What follows belongs to an exercise in optimizing a design on an open flow for small area; a production flow would make more cautious choices.
In this exercise RTL edits were held to simulation tests only and were not proved equivalent to the original.
Power is estimated from default activity; no workload was simulated.

===== flow/config.mk =====
export PLATFORM = sky130hd
export DESIGN_NAME = apb_mem_slave
export DESIGN_NICKNAME = apb_mem_slave
export VERILOG_FILES = /design/flow/design.v
export SDC_FILE = /design/flow/constraint.sdc
export NUM_CORES = 4
export LEC_CHECK = 0
export CAP_MARGIN = 40
export CORE_MARGIN = 2
export CORE_UTILIZATION = 30
export SLEW_MARGIN = 20

===== flow/constraint.sdc =====
create_clock -name core_clock -period 5.0 [get_ports {pclk}]
set_input_delay 1.0000 -clock core_clock [delete_from_list [all_inputs] [get_ports {pclk}]]
set_output_delay 1.0000 -clock core_clock [all_outputs]
set_load 0.01 [all_outputs]

===== flow/design.v =====
module apb_mem_slave #(
  parameter int ADDR_WIDTH  = 8,
  parameter int DATA_WIDTH  = 32,
  parameter int STRB_WIDTH  = DATA_WIDTH / 8,
  parameter int MEM_DEPTH   = 64,
  parameter int WAIT_STATES = 2
) (
  input  logic                  pclk,
  input  logic                  preset,
  input  logic [ADDR_WIDTH-1:0] paddr,
  input  logic                  psel,
  input  logic                  penable,
  input  logic                  pwrite,
  input  logic [DATA_WIDTH-1:0] pwdata,
  input  logic [STRB_WIDTH-1:0] pstrb,
  output logic [DATA_WIDTH-1:0] prdata,
  output logic                  pready,
  output logic                  pslverr
);
  localparam int IDX_W = (MEM_DEPTH > 1) ? $clog2(MEM_DEPTH) : 1;
  typedef enum logic {
    IDLE,
    ACCESS
  } state_t;
  state_t                state;
  logic [3:0]            cnt;
  logic [MEM_DEPTH-1:0][DATA_WIDTH-1:0] mem;
  logic                  in_rng;
  logic [IDX_W-1:0]      idx;
  logic [DATA_WIDTH-1:0] rd_word;
  logic                  setup;
  logic                  go_ready;
  logic                  wr_fire;
  assign in_rng  = 32'(paddr) < 32'(MEM_DEPTH);
  assign idx     = paddr[IDX_W-1:0];
  assign rd_word = in_rng ? mem[idx] : '0;
  assign setup   = psel && !penable;
  assign wr_fire = (state == ACCESS) && pready && psel && pwrite && in_rng;
  for (genvar w = 0; w < MEM_DEPTH; w++) begin : g_word
    for (genvar b = 0; b < STRB_WIDTH; b++) begin : g_byte
      logic [7:0] q;
      always_ff @(posedge pclk) begin
        if (preset) begin
          q <= '0;
        end else if (wr_fire && (idx == IDX_W'(w)) && pstrb[b]) begin
          q <= pwdata[8*b +: 8];
        end
      end
      assign mem[w][8*b +: 8] = q;
    end
  end
  always_comb begin
    go_ready = 1'b0;
    unique case (state)
      IDLE:    go_ready = setup && (WAIT_STATES == 0);
      ACCESS:  go_ready = !pready && psel && (cnt == 4'd1);
      default: go_ready = 1'b0;
    endcase
  end
  always_ff @(posedge pclk) begin
    if (preset) begin
      state   <= IDLE;
      cnt     <= '0;
      pready  <= 1'b0;
      pslverr <= 1'b0;
      prdata  <= '0;
    end else begin
      unique case (state)
        IDLE: begin
          if (setup) begin
            state <= ACCESS;
            cnt   <= 4'(WAIT_STATES);
          end
        end
        ACCESS: begin
          if (pready) begin
            state   <= IDLE;
            pready  <= 1'b0;
            pslverr <= 1'b0;
          end else if (!psel) begin
            state <= IDLE;
          end else if (cnt != 4'd0) begin
            cnt <= cnt - 4'd1;
          end
        end
        default: state <= IDLE;
      endcase
      if (go_ready) begin
        pready  <= 1'b1;
        pslverr <= !in_rng;
        if (!pwrite) begin
          prdata <= rd_word;
        end
      end
    end
  end
endmodule

===== flow/run.sh =====
#!/bin/bash
# synth_recipe.tcl (not shown) runs the flow's synth.tcl, then flattens the netlist and writes it again
# the make line also repeats each setting of config.mk as NAME=value (left out here)
make -C /OpenROAD-flow-scripts/flow DESIGN_CONFIG=/design/flow/config.mk WORK_HOME=/design/flow/orfs CLKGATE_MAP_FILE= SYNTH_SCRIPT=/design/flow/synth_recipe.tcl finish

==> results of run 1 <==
## worst register-to-register path, stage by stage, from the launching register on
cell and delay, ns:
dfxtp_1 0.51, nand4_1 0.22, buf_12 0.22, nor4_2 0.86, buf_4 0.28, nand3_1 0.49
mux2i_1 0.33, nor2_1 0.05
## kinds of logic after synthesis
logic type,after synthesis
XOR/XNOR,3
multiplexers,992
AND/OR/NAND/NOR,4188
adder cells (fa/ha/maj),2
AO/OA/AOI/OAI,2503
buffers and inverters,1080
flip-flops,2087
## state kept, by name (all words and copies together) (netlist names)
signal           count
pready               1
g_word.g_byte.q   2048
state                1
prdata              32
cnt                  4
pslverr              1
## layer usage
metal / vias up / part of all wire, % / track usage (%)
met1: 38200 / 43 / 26.4
met3: 465 / 8.4 / 3.64
li1: 37000 / - / -
met5: - / 0.021 / 0
met2: 2959 / 45 / 29.8
met4: 10 / 3.7 / 7.32
## path summary, 6_finish.rpt
check             slack [ns]                      start  cells after the start                        end
setup / recovery        1.61                   paddr[2]                      8   g_word[4].g_byte[0].q[4]
hold / removal          0.43                  pwdata[0]                      3  g_word[58].g_byte[0].q[0]
setup reg to reg        1.92                      state                      7   g_word[4].g_byte[0].q[4]
hold reg to reg         0.45  g_word[60].g_byte[1].q[3]                      2  g_word[60].g_byte[1].q[3]
## power groups by stage
stage | Combinational, mW | Clock (mW) | Sequential, mW
after floorplan | 1.21 | 0 | 17.0
after global placement | 1.88 | 0 | 17.0
after detailed placement | 1.93 | 0 | 17.0
after CTS | 1.93 | 16.5 | 16.6
after global routing | 2.04 | 17.2 | 16.6
final | 1.96 | 16.3 | 16.6
## synthesized netlist by cell type, types with 2 or more instances
library cell and n:
a21oi_1 1825, a221oi_1 32, a22o_1 32, a22oi_1 256, a31oi_1 33, and2_1 5
and3_1 73, buf_1 50, buf_2 211, buf_4 12, buf_6 11, clkbuf_1 791
dfxtp_1 2087, ha_1 2, inv_1 5, mux2i_1 672, mux4_2 320, nand2_1 2566
nand2b_1 5, nand3_1 1080, nand3_2 9, nand3_4 10, nand4bb_1 4, nor2_1 308
nor2_2 24, nor2_4 4, nor2b_1 10, nor3_1 2, nor4_1 3, nor4_2 4
nor4_4 28, nor4b_4 2, o21ai_0 320, or2_1 2, or4_1 35, or4b_4 2
xor2_1 2
## cell type report
class	count	area (um2)
tap	4100	5130
antenna	16	40.0
multi-input combinational	7688	46100
sequential	2087	41800
timing repair buffer	411	4260
clock buffer	331	6430
clock inverter	53	559
inverter	5	18.8
fill	31300	201000
==> summary.txt, run 1 <==
- Post-Layout Inst Area: 104000 um2
- WL/cell: 21.2 um
- Status: no timing/DRC/antenna violations
- Share of cells above drive strength 1: 10.7%
- Sw frac: 24.2%
- Max clock buf depth: 4
- Yosys reg bits: 2087
- Final period demand of the worst path: 3.39 ns
- Internal power: 26.4 mW
- VDD IR-drop max: 0.000286 V
- I/O Buffers: 82
- WP data required: 5.67 ns
- Placer congestion estimate: 0.848
- Synth warn: 1
- Post-CTS setup buffer count: 0
- First-pass GRT wire length: 470 mm
- GRT Total Usage: 19.2%
- CP peak stage delay: 0.94 ns
- CTS buffer count: 216
- Worst skew pair latency: 0.92 ns
- Synthesized cell area: 92100 um2
- Initial Util: 30.1%
- Crit-path max FO: 15
- Clock power frac: 46.6%
- Initial antenna violation count: 31
- Synth Area in XOR/XNOR: 0.0285%
- Min-delay worst type: input pin to register
- FP Rows: 203
- Hold slack: 0.428 ns
- Sequential Power Share: 47.7%
- Die area: 311000 um2
- Gr ovfl total: 0
- Crit start category: input pin
- Non-Filler Instances: 14700
- Fin nets: 10500
- Post-CTS sizing: 0
- Post-CTS Hold Buffers: 0
- Post-synthesis compound-gate area fraction: 14.6%
- CTS Sinks: 2087
- Slew @ Worst Pin: 1.15 ns
- Final Util: 34.1%
- Most common cell after layout, fill and taps aside: nand2_1
- Setup-failing EPs final: 0
- Final Max Tran Viols: 0
- Dpl ws: 0.792 ns
- Ys async rst share: 0%
- Most frequent cells in the layout: nand2_1 (2565), dfxtp_1 (2087), a21oi_1 (1825)
- Combinational share of power: 5.6%
- Slowest cell on the critical path: clkdlybuf4s50_1
- Die height: 558 um
- Primary FF master, synth: dfxtp_1
- CP dominant cell by count: buf_4
- Routed WL: 311 mm
- Clk pin slew, worst setup/hold paths: 0.06 ns
- I/O pin total: 83
- Post-Synthesis Cells: 10900
- Psw: 8.42 mW
- Critical path type: input pin to register
- Vias per inst: 5.35
- Maximum number of pins on one net before global-route repair: 227
- Post-placement cell count: 14300
- Area growth, synth to finish: 13.2%
- CP arrival: 4.06 ns
- Worst path bufs/invs: 3
- PwrDens: 334 nW/um2
- Critical path capture point type: register
- Cell Chain, Critical Path: clkdlybuf4s50_1 > nand2b_1 > buf_4 > nor4_2 > buf_4 > nand3_1 > mux2i_1 > nor2_1
- H-tree depth: 4
- Post-synthesis sequential area ratio: 45.4%
- DRT Pass-1 Iters: 6
- Total Power: 34.8 mW
- Max Clk Rate: 295 MHz
- Syn Area/Cell: 8.49 um2
- Final Hold Viols: 0
- Setup ws final: 1.61 ns
- Clk_skew: 0.118 ns
- Clock tree root driver cell: clkbuf_16
- Post-synthesis simple-gate area fraction: 20.0%
- Post-DP HPWL: 198 mm
- Static Leak: 35.3 nW
- Vias in the first global route: 72900
- CTS tree: yes
- Delay-heaviest family, CP: buffers and inverters
- Core region area: 306000 um2
- Placed inst area: 97200 um2
- Via count: 78600
- RSZ-0062 raised after global routing: no
- Worst slew margin: 23.1%
- Synth cell types: 55
- Post-synth top area share: 45.4%
- Antenna-violating nets left: 0
- Synth top area cells: dfxtp_1 (45%), nand2_1 (10%), a21oi_1 (9.9%)
- Synth Net Count: 10900
- Post-synthesis mux area share: 15.1%
- EDFF count, synth: 0
- Synth area leader: dfxtp_1
- Drt drc: 0
- Fraction of the mapped netlist area in adder cells: 0.0272%
- Iteration-0 DRC Markers: 8979
- Largest family of logic cells by synthesized area: simple AND/OR/NAND/NOR gates
- # Max-Cap Violations: 0
- Setup total negative slack: 0 ns
- Die width: 558 um
- Period utilisation layout: 67.7%
==> run 2, diff against run 1 <==
==> flow/design.v (replaced) <==
module apb_mem_slave #(
  parameter int ADDR_WIDTH  = 8,
  parameter int DATA_WIDTH  = 32,
  parameter int STRB_WIDTH  = DATA_WIDTH / 8,
  parameter int MEM_DEPTH   = 64,
  parameter int WAIT_STATES = 2
) (
  input  logic                  pclk,
  input  logic                  preset,
  input  logic [ADDR_WIDTH-1:0] paddr,
  input  logic                  psel,
  input  logic                  penable,
  input  logic                  pwrite,
  input  logic [DATA_WIDTH-1:0] pwdata,
  input  logic [STRB_WIDTH-1:0] pstrb,
  output logic [DATA_WIDTH-1:0] prdata,
  output logic                  pready,
  output logic                  pslverr
);
  localparam int NPORT = MEM_DEPTH / 4;
  logic       acc1, acc2;           
  logic [5:0] rot;                  
  logic [1:0] clr_cnt;              
  logic       clearing;
  logic       in_rng;
  logic       wr_commit;
  logic       pend;                 
  logic       wr_act;
  logic [5:0] wa;                   
  logic [DATA_WIDTH-1:0] wd;        
  logic [STRB_WIDTH-1:0] ws;        
  assign in_rng    = (paddr[7:6] == 2'b00);
  assign pslverr   = !in_rng;
  assign wr_commit = pready && psel && pwrite && in_rng;
  assign wr_act    = wr_commit || pend;
  assign clearing  = preset || (clr_cnt != 2'd0);
  logic [5:0] wpos;
  logic       whit;
  assign wpos = wa + rot + 6'd1;
  assign whit = wr_act && (wpos[1:0] == 2'd0);
  always_ff @(posedge pclk) begin
    if (preset) begin
      acc1    <= 1'b0;
      acc2    <= 1'b0;
      pready  <= 1'b0;
      rot     <= '0;
      clr_cnt <= 2'd3;
      pend    <= 1'b0;
    end else begin
      acc1    <= psel && !penable;
      acc2    <= acc1 && psel;
      pready  <= acc2 && psel;
      rot     <= rot + 6'd1;
      if (clr_cnt != 2'd0) clr_cnt <= clr_cnt - 2'd1;
      pend    <= wr_act && !whit;
    end
  end
  always_ff @(posedge pclk) begin
    if (acc2) begin
      wa <= paddr[5:0];
      wd <= pwdata;
      ws <= pstrb;
    end
  end
  logic [DATA_WIDTH-1:0] ring [MEM_DEPTH];
  logic [DATA_WIDTH-1:0] wdat;
  assign wdat = clearing ? '0 : wd;
  for (genvar p = 0; p < MEM_DEPTH; p++) begin : g_pos
    if (p % 4 == 0) begin : g_port
      logic hit;
      assign hit = whit && (wpos[5:2] == 4'(p / 4));
      for (genvar b = 0; b < STRB_WIDTH; b++) begin : g_byte
        logic [7:0] q;
        always_ff @(posedge pclk) begin
          if (clearing || (hit && ws[b])) q <= wdat[8*b +: 8];
          else                            q <= ring[(p + MEM_DEPTH - 1) % MEM_DEPTH][8*b +: 8];
        end
        assign ring[p][8*b +: 8] = q;
      end
    end else begin : g_shift
      logic [DATA_WIDTH-1:0] q;
      always_ff @(posedge pclk) q <= ring[p - 1];
      assign ring[p] = q;
    end
  end
  logic [5:0] rpos;
  logic [NPORT-1:0] rsel;
  logic [DATA_WIDTH-1:0] tap;
  logic [DATA_WIDTH-1:0] cap;
  assign rpos = paddr[5:0] + rot;
  always_comb begin
    tap = '0;
    for (int i = 0; i < NPORT; i++) begin
      rsel[i] = in_rng && (rpos[1:0] == 2'd0) && (rpos[5:2] == 4'(i));
      tap     = tap | ({DATA_WIDTH{rsel[i]}} & ring[4 * i]);
    end
  end
  always_ff @(posedge pclk) begin
    cap <= tap | (penable ? cap : '0);
  end
  assign prdata = tap | cap;
endmodule
--- a/flow/config.mk
+++ b/flow/config.mk
@@ -8,4 +8,5 @@
 export CAP_MARGIN = 40
 export CORE_MARGIN = 2
 export CORE_UTILIZATION = 30
+export GPL_TIMING_DRIVEN = 0
 export SLEW_MARGIN = 20
==> run 2 against run 1 <==
Effect of this change: now fails the layout checks on setup timing; maximum frequency shrank 34%; combinational power decreased by 33%; largest power group unchanged; sequential cell count is 47 higher; sequential power is 3% higher; non-clock buffer count increased by 138; setup slack got worse by 1.8 ns.
==> summary.txt, run 2 <==
- # Max-Cap Violations: 0 (unchanged)
- Final Max Tran Viols: 0 (unchanged)
- Syn Area/Cell: 11.9 um2 (was 8.49 um2)
- Crit start category: input pin (unchanged)
- Post-synthesis sequential area ratio: 74.6% (was 45.4%)
- I/O pin total: 83 (unchanged)
- First-pass GRT wire length: 258 mm (was 470 mm)
- PwrDens: 467 nW/um2 (was 334 nW/um2)
- Critical path capture point type: output port (was register)
- WP data required: 4.00 ns (was 5.67 ns)
- Synth top area cells: dfxtp_1 (72%), nand3_1 (5.8%), o21ai_0 (4.7%) (was dfxtp_1 (45%), nand2_1 (10%), a21oi_1 (9.9%))
- Iteration-0 DRC Markers: 3524 (was 8979)
- Post-synthesis mux area share: 1.13% (was 15.1%)
- H-tree depth: 4 (unchanged)
- Top-count cell post-synth: dfxtp_1 (was nand2_1)
- Antenna-violating nets left: 0 (unchanged)
- Via count: 37800 (was 78600)
- Layout violations: setup timing
- Post-CTS Hold Buffers: 0 (unchanged)
- Post-placement cell count: 7509 (was 14300)
- Initial Util: 30.1% (about the same)
- CTS Sinks: 2134 (was 2087)
- DRT Pass-1 Iters: 5 (was 6)
- Final period demand of the worst path: 5.15 ns (was 3.39 ns)
- Most frequent cells after synthesis: dfxtp_1 (2092), nand3_1 (674), o21ai_0 (547) (was nand2_1 (2566), dfxtp_1 (2087), a21oi_1 (1825))
- Synthesized cell area: 57800 um2 (was 92100 um2)
- Synth area leader: dfxtp_1 (unchanged)
- Max Clk Rate: 194 MHz (was 295 MHz)
- Largest Register: g_pos.g_shift.q (was g_word.g_byte.q)
- Synth Area in XOR/XNOR: 0.353% (was 0.0285%)
- Clk_skew: 0.0381 ns (was 0.118 ns)
- Biggest regs: g_pos.g_shift.q (1536), g_pos.g_port.g_byte.q (512) (was g_word.g_byte.q (2048), prdata (32), cnt (4))
- Post-Synthesis Cells: 4851 (was 10900)
- Ys async rst share: 0% (unchanged)
- Primary FF master, synth: dfxtp_1 (unchanged)
- Largest family of logic cells by synthesized area: simple AND/OR/NAND/NOR gates (unchanged)
- Share of cells above drive strength 1: 18.0% (was 10.7%)
- Crit-path max FO: 10 (was 15)
- Post-synth top area share: 72.4% (was 45.4%)
- Yosys reg bits: 2134 (was 2087)
- WL/cell: 23.4 um (was 21.2 um)
- Clk pin slew, worst setup/hold paths: 0.06 ns (about the same)
- Post-synthesis compound-gate area fraction: 9.03% (was 14.6%)
- Non-Filler Instances: 7974 (was 14700)
- Final Util: 37.8% (was 34.1%)
- RSZ-0062 raised after global routing: yes (was no)
- Initial antenna violation count: 17 (was 31)
- Slew @ Worst Pin: 0.943 ns (was 1.15 ns)
- Static Leak: 26.1 nW (was 35.3 nW)
- Post-synthesis simple-gate area fraction: 12.0% (was 20.0%)
- Synth Net Count: 4913 (was 10900)
- CTS tree: yes (unchanged)
- Fin nets: 5337 (was 10500)
- Max FFs per register: 1536 (was 2048)
- I/O Buffers: 81 (was 82)
- Most common cell after layout, fill and taps aside: dfxtp_1 (was nand2_1)
- Critical path type: input pin to output port (was input pin to register)
- Core region area: 192000 um2 (was 306000 um2)
- Final Hold Viols: 0 (unchanged)
- Period utilisation layout: 103% (was 67.7%)
- Min-delay worst type: register to register (was input pin to register)
- Drt drc: 0 (unchanged)
- CTS buffer count: 194 (was 216)
- CP arrival: 4.15 ns (was 4.06 ns)
- Setup-failing EPs final: 12 (was 0)
- EDFF count, synth: 42 (was 0)
- Most frequent cells in the layout: dfxtp_1 (2086), nand3_1 (651), o21ai_0 (515) (was nand2_1 (2565), dfxtp_1 (2087), a21oi_1 (1825))
- Max clock buf depth: 3 (was 4)
- Die area: 196000 um2 (was 311000 um2)
- Worst slew margin: 37.1% (was 23.1%)
- Routed WL: 187 mm (was 311 mm)
- Area growth, synth to finish: 25.5% (was 13.2%)
- Synth cell types: 63 (was 55)
- VDD IR-drop max: 0.000400 V (was 0.000286 V)
- Maximum number of pins on one net before global-route repair: 44 (was 227)
- Clock tree root driver cell: clkbuf_16 (unchanged)
- Setup ws final: -0.154 ns (was 1.61 ns)
- Vias per inst: 4.74 (was 5.35)
- Fill cells: 18200 (was 31300)
- Gr ovfl total: 0 (unchanged)
- Setup total negative slack: -0.706 ns (was 0 ns)
- Synth warn: 2 (was 1)
- FP Rows: 161 (was 203)
- Die height: 443 um (was 558 um)
- Placer congestion estimate: 0.992 (was 0.848)
- Fraction of the mapped netlist area in adder cells: 0.294% (was 0.0272%)
- Vias in the first global route: 36200 (was 72900)
- Worst skew pair latency: 0.83 ns (was 0.92 ns)
- GRT Total Usage: 18.4% (was 19.2%)
- Die width: 443 um (was 558 um)
- Status: finished with violations (was no timing/DRC/antenna violations)
- Post-DP HPWL: 141 mm (was 198 mm)
[run 2: worst paths after layout]
check | start | endpoint | slack, ns | cells after the start
min reg2reg | g_pos[58].g_shift.q[0] | g_pos[59].g_shift.q[0] | 0.30 | 0
min | g_pos[58].g_shift.q[0] | g_pos[59].g_shift.q[0] | 0.30 | 0
max | paddr[2] | prdata[21] | -0.15 | 14
max reg2reg | rot[0] | g_pos[12].g_port.g_byte[1].q[1] | 1.10 | 12
[run 2: timing repair]
item,in CTS,in global routing
gates resized for setup,565,174
setup buffers,63,27
pin swaps,81,84
setup endpoints to repair,33,32
cloned,5,2
[run 2: routing by layer]
layer | up-vias | GRT usage, % | part of all wire, %
li1 | 17500 | - | -
met1 | 18400 | 23.5 | 42
met2 | 1531 | 29.9 | 46
met3 | 418 | 2.97 | 6.7
met4 | 0 | 9.69 | 6.0
met5 | - | 0 | 0
[run 2: logic make-up (layout without fill, tap and decap cells)]
family / count (synthesis) / count (layout)
mux: 65 / 65
compound gates: 944 / 944
buf+inv: 331 / 919
flops: 2134 / 2134
other cells: 0 / 9
xor+xnor: 19 / 19
simple gates: 1345 / 1345
fa+ha+maj: 13 / 13
[run 2: critical path: stages]
cell and delay [ns]:
dlygate4sd2_1 0.28, ha_4 0.36, or2_4 0.18, a21o_1 0.18
buf_12 0.17, nand2_8 0.10, buf_8 0.14, buf_12 0.15
buf_8 0.19, a31oi_4 0.22, o22ai_4 0.12, a211oi_2 0.30
nand4b_1 0.43, buf_2 0.30
[run 2: through the flow]
stage | hold WS (ns) | setup WS (ns) | cell area, um2 | power [mW]
floorplan | 0.310 | 0.527 | 57800 | 17.9
global placement | 0.309 | -2.93 | 61800 | 18.4
detailed placement | 0.312 | -2.61 | 62400 | 18.5
CTS | 0.300 | -0.146 | 71700 | 34.0
global route | 0.309 | -0.124 | 72600 | 34.7
finish | 0.301 | -0.154 | 72600 | 33.9
[run 2: report_power, final]
| group | switching, mW | internal (mW) | leakage [nW] | total [mW] |
|---|---|---|---|---|
| registers | 0.00879 | 17.1 | 17.2 | 17.1 |
| logic | 0.914 | 0.404 | 5.49 | 1.32 |
| clock network | 6.56 | 8.97 | 3.36 | 15.5 |
| total | 7.49 | 26.4 | 26.1 | 33.9 |
[run 2: final cells by class]
type                            count  area [um2]  share of cell area, %
Multi-Input combinational cell   2386       14800                   20.4
Clock inverter                     94        1220                   1.68
Antenna cell                        9        22.5                 0.0310
Clock buffer                      266        5600                   7.71
Sequential cell                  2134       43200                   59.4
Buffer                            316        2200                   3.03
Tap cell                         2526        3160                   4.35
Timing Repair Buffer              233        2410                   3.33
Inverter                           10        37.5                 0.0517
==> run 3, diff against run 2 <==
--- a/flow/config.mk
+++ b/flow/config.mk
@@ -8,5 +8,4 @@
 export CAP_MARGIN = 40
 export CORE_MARGIN = 2
 export CORE_UTILIZATION = 30
-export GPL_TIMING_DRIVEN = 0
 export SLEW_MARGIN = 20
==> run 3 against run 2 <==
Effect of this change: now clean on timing, DRC and antenna; combinational power is about 20% lower; power is 3.4% lower; worst hold slack worse by 0.0084 ns; non-clock buffer count is 76 lower; synthesized cell count stayed put; largest power group unchanged.
==> summary.txt, run 3 <==
- Synthesized cell area: 57800 um2 (unchanged)
- CTS Sinks: 2134 (unchanged)
- Die width: 443 um (unchanged)
- Critical path capture point type: output port (unchanged)
- Maximum number of pins on one net before global-route repair: 51 (was 44)
- Synth area leader: dfxtp_1 (unchanged)
- Post-placement cell count: 7482 (was 7509)
- FP Rows: 161 (unchanged)
- Vias in the first global route: 35200 (was 36200)
- Most common cell after layout, fill and taps aside: dfxtp_1 (unchanged)
- CP dominant cell by count: buf_4
- Die height: 443 um (unchanged)
- Post-Layout Inst Area: 71200 um2 (was 72600 um2)
- Post-synthesis sequential area ratio: 74.6% (unchanged)
- Clk_skew: 0.0548 ns (was 0.0381 ns)
- # Max-Cap Violations: 0 (unchanged)
- Crit-path max FO: 9 (was 10)
- Max Clk Rate: 203 MHz (was 194 MHz)
- Post-synth top area share: 72.4% (unchanged)
- Primary FF master, synth: dfxtp_1 (unchanged)
- Worst slew margin: 46.2% (was 37.1%)
- Yosys reg bits: 2134 (unchanged)
- Iteration-0 DRC Markers: 2687 (was 3524)
- RSZ-0062 raised after global routing: yes (unchanged)
- WL/cell: 18.9 um (was 23.4 um)
- Area growth, synth to finish: 23.0% (was 25.5%)
- Post-DP HPWL: 100 mm (was 141 mm)
- CTS buffer count: 181 (was 194)
- Ys async rst share: 0% (unchanged)
- Status: no timing/DRC/antenna violations (was finished with violations)
- I/O pin total: 83 (unchanged)
- Slew @ Worst Pin: 0.807 ns (was 0.943 ns)
- Non-Filler Instances: 7861 (was 7974)
- Vias per inst: 4.58 (was 4.74)
- Synth Net Count: 4913 (unchanged)
- Clock tree root driver cell: clkbuf_16 (unchanged)
- DRT Pass-1 Iters: 6 (was 5)
- Setup ws final: 0.0804 ns (was -0.154 ns)
- GRT Total Usage: 14.9% (was 18.4%)
- Dpl ws: -1.10 ns (was -2.61 ns)
- Largest Register: g_pos.g_shift.q (unchanged)
- Clk pin slew, worst setup/hold paths: 0.07 ns (was 0.06 ns)
- I/O Buffers: 82 (was 81)
- Post-CTS Hold Buffers: 0 (unchanged)
- Min-delay worst type: register to register (unchanged)
- Most frequent cells in the layout: dfxtp_1 (2088), nand3_1 (673), o21ai_0 (544) (was dfxtp_1 (2086), nand3_1 (651), o21ai_0 (515))
- Initial antenna violation count: 5 (was 17)
- Final period demand of the worst path: 4.92 ns (was 5.15 ns)
- Routed WL: 149 mm (was 187 mm)
- Share of cells above drive strength 1: 16.4% (was 18.0%)
- Top-count cell post-synth: dfxtp_1 (unchanged)
- Via count: 36000 (was 37800)
- First-pass GRT wire length: 223 mm (was 258 mm)
- Synth top area cells: dfxtp_1 (72%), nand3_1 (5.8%), o21ai_0 (4.7%) (unchanged)
- Most frequent cells after synthesis: dfxtp_1 (2092), nand3_1 (674), o21ai_0 (547) (unchanged)
- Max clock buf depth: 3 (unchanged)
- Drt drc: 0 (unchanged)
- Gr ovfl total: 0 (unchanged)
- Total Power: 32.8 mW (was 33.9 mW)
- Synth cell types: 63 (unchanged)
- Final Hold Viols: 0 (unchanged)
- Final Max Tran Viols: 0 (unchanged)
- Fin nets: 5248 (was 5337)
- EDFF count, synth: 42 (unchanged)
- Crit start category: input pin (unchanged)
- Placed inst area: 63800 um2 (was 62400 um2)
- Static Leak: 25.8 nW (was 26.1 nW)
- Setup-failing EPs final: 0 (was 12)
- Synth warn: 2 (unchanged)
- Critical path type: input pin to output port (unchanged)
- PwrDens: 460 nW/um2 (was 467 nW/um2)
- Slowest cell on the critical path: a211o_4 (was nand4b_1)
- Cell Chain, Critical Path: clkbuf_2 > buf_4 > ha_4 > a211o_4 > buf_4 > a21oi_2 > buf_4 > xnor2_1 > a31oi_4 > buf_4 > buf_6 > buf_6 > o22ai_1 > buf_4 > a211oi_4 > nand4b_1 > buf_2 (was dlygate4sd2_1 > ha_4 > or2_4 > a21o_1 > buf_12 > nand2_8 > buf_8 > buf_12 > buf_8 > a31oi_4 > o22ai_4 > a211oi_2 > nand4b_1 > buf_2)
- CTS tree: yes (unchanged)
- Die area: 196000 um2 (unchanged)
- Hold slack: 0.293 ns (was 0.301 ns)
- Max FFs per register: 1536 (unchanged)
- WP data required: 4.00 ns (about the same)
- Period utilisation layout: 98.4% (was 103%)
- CP arrival: 3.92 ns (was 4.15 ns)
- Post-Synthesis Cells: 4851 (unchanged)
- Biggest regs: g_pos.g_shift.q (1536), g_pos.g_port.g_byte.q (512) (unchanged)
- Antenna-violating nets left: 0 (unchanged)
- Placer congestion estimate: 0.837 (was 0.992)
- Initial Util: 30.1% (unchanged)
- CP peak stage delay: 0.36 ns (was 0.43 ns)
- H-tree depth: 4 (unchanged)
- VDD IR-drop max: 0.000275 V (was 0.000400 V)
- Core region area: 192000 um2 (unchanged)
- Syn Area/Cell: 11.9 um2 (unchanged)
- Worst skew pair latency: 0.83 ns (about the same)
-- run 3: worst max-delay path, delay by kind of cell --
| kind | cells | cell delay [ns] |
|---|---|---|
| simple gates | 1 | 0.20 |
| xor+xnor | 1 | 0.09 |
| compound gates | 5 | 1.02 |
| buf+inv | 9 | 1.36 |
| fa+ha+maj | 1 | 0.25 |
-- run 3: cell type report --
| class | instances | area [um2] |
|---|---|---|
| fillers | 18200 | 121000 |
| well taps | 2526 | 3160 |
| clock buffers | 256 | 5300 |
| multi-input cells | 2386 | 13800 |
| diodes | 3 | 7.51 |
| clock inverters | 73 | 1040 |
| flip-flops and latches | 2134 | 43100 |
| repair buffers | 473 | 4640 |
| inverters | 10 | 37.5 |
-- run 3: worst paths after layout --
check / from / slack (ns) / depth (start not counted) / endpoint
max: paddr[1] / 0.08 / 17 / prdata[27]
min reg2reg: g_pos[53].g_shift.q[18] / 0.29 / 0 / g_pos[54].g_shift.q[18]
min: g_pos[53].g_shift.q[18] / 0.29 / 0 / g_pos[54].g_shift.q[18]
max reg2reg: rot[0] / 1.78 / 13 / g_pos[24].g_port.g_byte[2].q[1]
-- run 3: stage by stage --
stage	TNS, ns	util, %
global route	-0.0518	37.1
floorplan	0	-
global placement	-27.34	33.2
detailed placement	-27.83	33.2
finish	0	37.1
CTS	-0.00694	36.9
-- run 3: power by group --
group | switching, mW | internal [mW]
combinational | 0.653 | 0.410
clock | 6.33 | 8.30
sequential | 0.0181 | 17.1
-- run 3: cells by family (layout without fill, tap and decap cells) --
family,after synthesis,in the layout,share of synthesized area (%)
multiplexers,65,65,1.13
flip-flops,2134,2134,74.6
other,0,3,0
buffers and inverters,331,812,2.65
XOR/XNOR,19,19,0.353
AND/OR/NAND/NOR,1345,1345,12.0
adder cells (fa/ha/maj),13,13,0.294
AO/OA/AOI/OAI,944,944,9.03
-- run 3: per-layer routing --
metal  global-route usage (%)  vias to the layer above  share of wire (%)
li1                         -                    17300                  -
met1                     20.0                    17500                 46
met2                     24.0                      963                 46
met3                     2.36                      255                5.3
met4                     5.40                        0                3.0
met5                        0                        -                  0
-- run 3: repair_timing --
item | in CTS | in global routing
setup endpoints to repair | 32 | 32
gates cloned | 3 | 0
pin swaps | 50 | 23
gates resized for setup | 210 | 28
buffers inserted | 29 | 13
==> run 4, diff against run 3 <==
==> flow/config.mk (replaced) <==
export PLATFORM = sky130hd
export DESIGN_NAME = apb_mem_slave
export DESIGN_NICKNAME = apb_mem_slave
export VERILOG_FILES = /design/flow/design.v
export SDC_FILE = /design/flow/constraint.sdc
export NUM_CORES = 4
export LEC_CHECK = 0
export CAP_MARGIN = 0
export CORE_MARGIN = 2
export CORE_UTILIZATION = 60
export CTS_BUF_LIST = sky130_fd_sc_hd__clkbuf_8
export GPL_TIMING_DRIVEN = 0
export SLEW_MARGIN = 0
==> run 4 against run 3 <==
Effect of this change: the layout now fails its checks (capacitance limit, slew limit, setup timing); wire length is 20% higher; sequential share of layout area is 1.6 points higher; clock power is 5% lower; first-iteration DRC count is 52% higher; via count is 6.7% higher; die area is 50% lower; setup slack worse by 0.16 ns; worst hold slack better by 0.0044 ns; clock skew is 0.0088 ns higher; maximum frequency is 3.1% lower; cell count is 13% lower; combinational power is about 10% higher; largest cell class unchanged; highest routed layer is now met5.
==> summary.txt, run 4 <==
- Status: finished with violations (was no timing/DRC/antenna violations)
- Layout violations: capacitance limit, slew limit, setup timing
- CP arrival: 4.08 ns (was 3.92 ns)
- Ys async rst share: 0% (unchanged)
- Die area: 98900 um2 (was 196000 um2)
- Fill cells: 6774 (was 18200)
- Non-Filler Instances: 6844 (was 7861)
- GRT Total Usage: 35.7% (was 14.9%)
- Gr ovfl total: 0 (unchanged)
- I/O pin total: 83 (unchanged)
- Die height: 314 um (was 443 um)
- FP Rows: 113 (was 161)
- Clk_skew: 0.0636 ns (was 0.0548 ns)
- Synthesized cell area: 57800 um2 (unchanged)
- Post-Synthesis Cells: 4851 (unchanged)
- Synth Net Count: 4913 (unchanged)
- Post-CTS Hold Buffers: 0 (unchanged)
- Top-count cell post-synth: dfxtp_1 (unchanged)
- I/O Buffers: 81 (was 82)
- Initial antenna violation count: 13 (was 5)
- Antenna-violating nets left: 0 (unchanged)
- Period utilisation layout: 102% (was 98.4%)
- Most common cell after layout, fill and taps aside: dfxtp_1 (unchanged)
- Largest Register: g_pos.g_shift.q (unchanged)
- Area growth, synth to finish: 20.0% (was 23.0%)
- CTS buffer count: 326 (was 181)
- Synth area leader: dfxtp_1 (unchanged)
- Register area: 43200 um2 (was 43100 um2)
- Share of cells above drive strength 1: 17.7% (was 16.4%)
- Max clock buf depth: 4 (was 3)
- Max Clk Rate: 197 MHz (was 203 MHz)
- Vias per inst: 5.62 (was 4.58)
- WL/cell: 26.1 um (was 18.9 um)
- Worst hold stages: 0 (unchanged)
- Clk pin slew, worst setup/hold paths: 0.06 ns (was 0.07 ns)
- H-tree depth: 5 (was 4)
- Fin nets: 5383 (was 5248)
- Biggest regs: g_pos.g_shift.q (1536), g_pos.g_port.g_byte.q (512) (unchanged)
- Primary FF master, synth: dfxtp_1 (unchanged)
- Post-placement cell count: 6199 (was 7482)
- Routed WL: 179 mm (was 149 mm)
- VDD IR-drop max: 0.000312 V (was 0.000275 V)
- Setup ws final: -0.0768 ns (was 0.0804 ns)
- RSZ-0062 raised after global routing: yes (unchanged)
- Static Leak: 25.8 nW (about the same)
- Final Max Tran Viols: 19 (was 0)
- Clock tree root driver cell: clkbuf_8 (was clkbuf_16)
- Worst skew pair latency: 0.98 ns (was 0.83 ns)
- R2r setup slk: 0.60 ns (was 1.78 ns)
- Maximum number of pins on one net before global-route repair: 38 (was 51)
- Post-synthesis sequential area ratio: 74.6% (unchanged)
- WP data required: 4.00 ns (about the same)
- Final Hold Viols: 0 (unchanged)
- First-pass GRT wire length: 248 mm (was 223 mm)
- Core region area: 95300 um2 (was 192000 um2)
- Synth warn: 2 (unchanged)
- Hold_sp: g_pos[29].g_shift.q[24] (was g_pos[53].g_shift.q[18])
- Crit-path max FO: 10 (was 9)
- Dpl ws: -2.77 ns (was -1.10 ns)
- Critical path capture point type: output port (unchanged)
- Worst-case reg-to-reg path depth: 8 (was 13)
- Max FFs per register: 1536 (unchanged)
- Synth cell types: 63 (unchanged)
- Drt drc: 0 (unchanged)
- Footprint of the multi-input gates: 14600 um2 (was 13800 um2)
- Via count: 38400 (was 36000)
- Placer congestion estimate: 0.986 (was 0.837)
- Synth top area cells: dfxtp_1 (72%), nand3_1 (5.8%), o21ai_0 (4.7%) (unchanged)
- Post-DP HPWL: 133 mm (was 100 mm)
- Reg2Reg Capture Point: g_pos[36].g_port.g_byte[2].q[7] (was g_pos[24].g_port.g_byte[2].q[1])
- Most frequent cells in the layout: dfxtp_1 (2088), nand3_1 (664), o21ai_0 (527) (was dfxtp_1 (2088), nand3_1 (673), o21ai_0 (544))
- PwrDens: 464 nW/um2 (was 460 nW/um2)
- Final period demand of the worst path: 5.08 ns (was 4.92 ns)
- Reg2reg start: clr_cnt[0] (was rot[0])
- Yosys reg bits: 2134 (unchanged)
- EDFF count, synth: 42 (unchanged)
- Critical path type: register to output port (was input pin to output port)
- Initial Util: 60.7% (was 30.1%)
- CTS tree: yes (unchanged)
- # Max-Cap Violations: 2 (was 0)
- Post-synth top area share: 72.4% (unchanged)
- Crit start category: register (was input pin)
- Min-delay worst type: register to register (unchanged)
- Hold EP: g_pos[30].g_shift.q[24] (was g_pos[54].g_shift.q[18])
- Most frequent cells after synthesis: dfxtp_1 (2092), nand3_1 (674), o21ai_0 (547) (unchanged)
- Setup-failing EPs final: 12 (was 0)
- Iteration-0 DRC Markers: 4088 (was 2687)
- Final Util: 72.8% (was 37.1%)
- Syn Area/Cell: 11.9 um2 (unchanged)
- Worst slew margin: -1.22% (was 46.2%)
- CTS Sinks: 2134 (unchanged)
- Die width: 314 um (was 443 um)
- Slew @ Worst Pin: 1.51 ns (was 0.807 ns)
- DRT Pass-1 Iters: 6 (unchanged)
- Vias in the first global route: 36300 (was 35200)
## run 4: cell counts after synthesis
Identical to the previous run, type by type.
## run 4: report_power, final
part	switching [mW]	leakage, nW	internal, mW	total (mW)
registers	0.00665	17.2	17.1	17.1
logic	0.864	4.86	0.306	1.17
clock network	6.38	3.73	7.56	13.9
## run 4: through the flow
step	total power [mW]	TNS [ns]	hold WS [ns]	instance area [um2]
after floorplan	17.9	0	0.310	57800
after detailed placement	18.4	-118.12	0.312	60300
after global routing	33.0	-1.21	0.300	69400
after global placement	18.4	-116.27	0.309	60200
final	32.2	-0.469	0.297	69400
after CTS	32.2	0	0.292	68900
## run 4: how the worst max path moves through the flow
stage	from	endpoint	slack [ns]
after floorplan	paddr[0]	prdata[12]	0.53
after global placement	paddr[0]	prdata[23]	-2.74
after detailed placement	paddr[0]	prdata[23]	-2.77
after CTS	rot[0]	prdata[10]	0.002
after global routing	rot[0]	prdata[7]	-0.11
final	rot[2]	prdata[4]	-0.08
## run 4: layout make-up
class | instances | area share (%)
antenna | 20 | 0.0721
buffer | 315 | 3.17
clock buffer | 410 | 8.13
clock inverter | 156 | 1.13
inverter | 10 | 0.0541
multi-input combinational | 2387 | 21.1
sequential | 2134 | 62.2
tap | 1265 | 2.28
timing repair buffer | 147 | 1.88
## run 4: timing repair
action                                 CTS  global route
gates resized for setup                559           112
setup endpoints to repair               56            32
endpoints found under the hold margin    0             0
buffers inserted                        45            14
gates cloned                             3             2
pin swaps                               62            49
## run 4: layer usage
layer	track usage [%]	routed length, um	share of wire (%)	vias to the layer above
met1	49.9	77500	43	18700
met5	0	13	0.0073	-
met4	15.8	7820	4.4	2
met2	52.6	76400	43	1733
met3	8.91	16800	9.4	383
li1	-	-	-	17700
## run 4: worst max-delay path, cell delays in order (launching register included)
cell and delay, ns:
dfxtp_4 0.37, ha_4 0.36, or2_2 0.19, a21o_1 0.14
buf_6 0.21, nand2_2 0.15, clkbuf_16 0.23, clkbuf_8 0.24
a31oi_4 0.23, o22ai_4 0.13, a211oi_2 0.26, nand4b_1 0.36
buf_2 0.27
## run 4: cell families (layout without fill, tap and decap cells)
logic type / after synthesis / count (layout) / share of synthesized area [%]
mux: 65 / 65 / 1.13
other cells: 0 / 20 / 0
fa+ha+maj: 13 / 13 / 0.294
compound gates: 944 / 944 / 9.03
xor+xnor: 19 / 19 / 0.353
flops: 2134 / 2134 / 74.6
simple gates: 1345 / 1346 / 12.0
buf+inv: 331 / 1038 / 2.65

re-timing with driven ports:
Ports are ideal in the flow. The routed layouts listed here were re-timed in OpenROAD. Step 1, drivers: a clkbuf_16 drives pclk and a buf_2 each remaining input, both assumed. Step 2, shift: input delay + t, output delay - t, t = (earliest + latest rising clock arrival at the registers) / 2. This alone moves slack from input paths to output paths. Three values: ideal, step 1, step 2; two values: the first two.
run	t, ns	slack for setup (ns)	worst register clock-pin slew, ns	worst data-port slew with drivers (ns)
run 1	0.964	1.613 / 1.499 / 0.535	0.07 / 0.07	0.32
run 2	0.887	-0.154 / -0.189 / -0.180	0.07 / 0.07	0.07
run 3	0.879	0.080 / 0.015 / 0.058	0.07 / 0.07	0.05
run 4	1.013	-0.077 / -0.146 / -0.209	0.07 / 0.07	0.04
The setup slack of run 1, which loses most, moves by -0.114 ns with the drivers and by -1.078 ns with both steps.
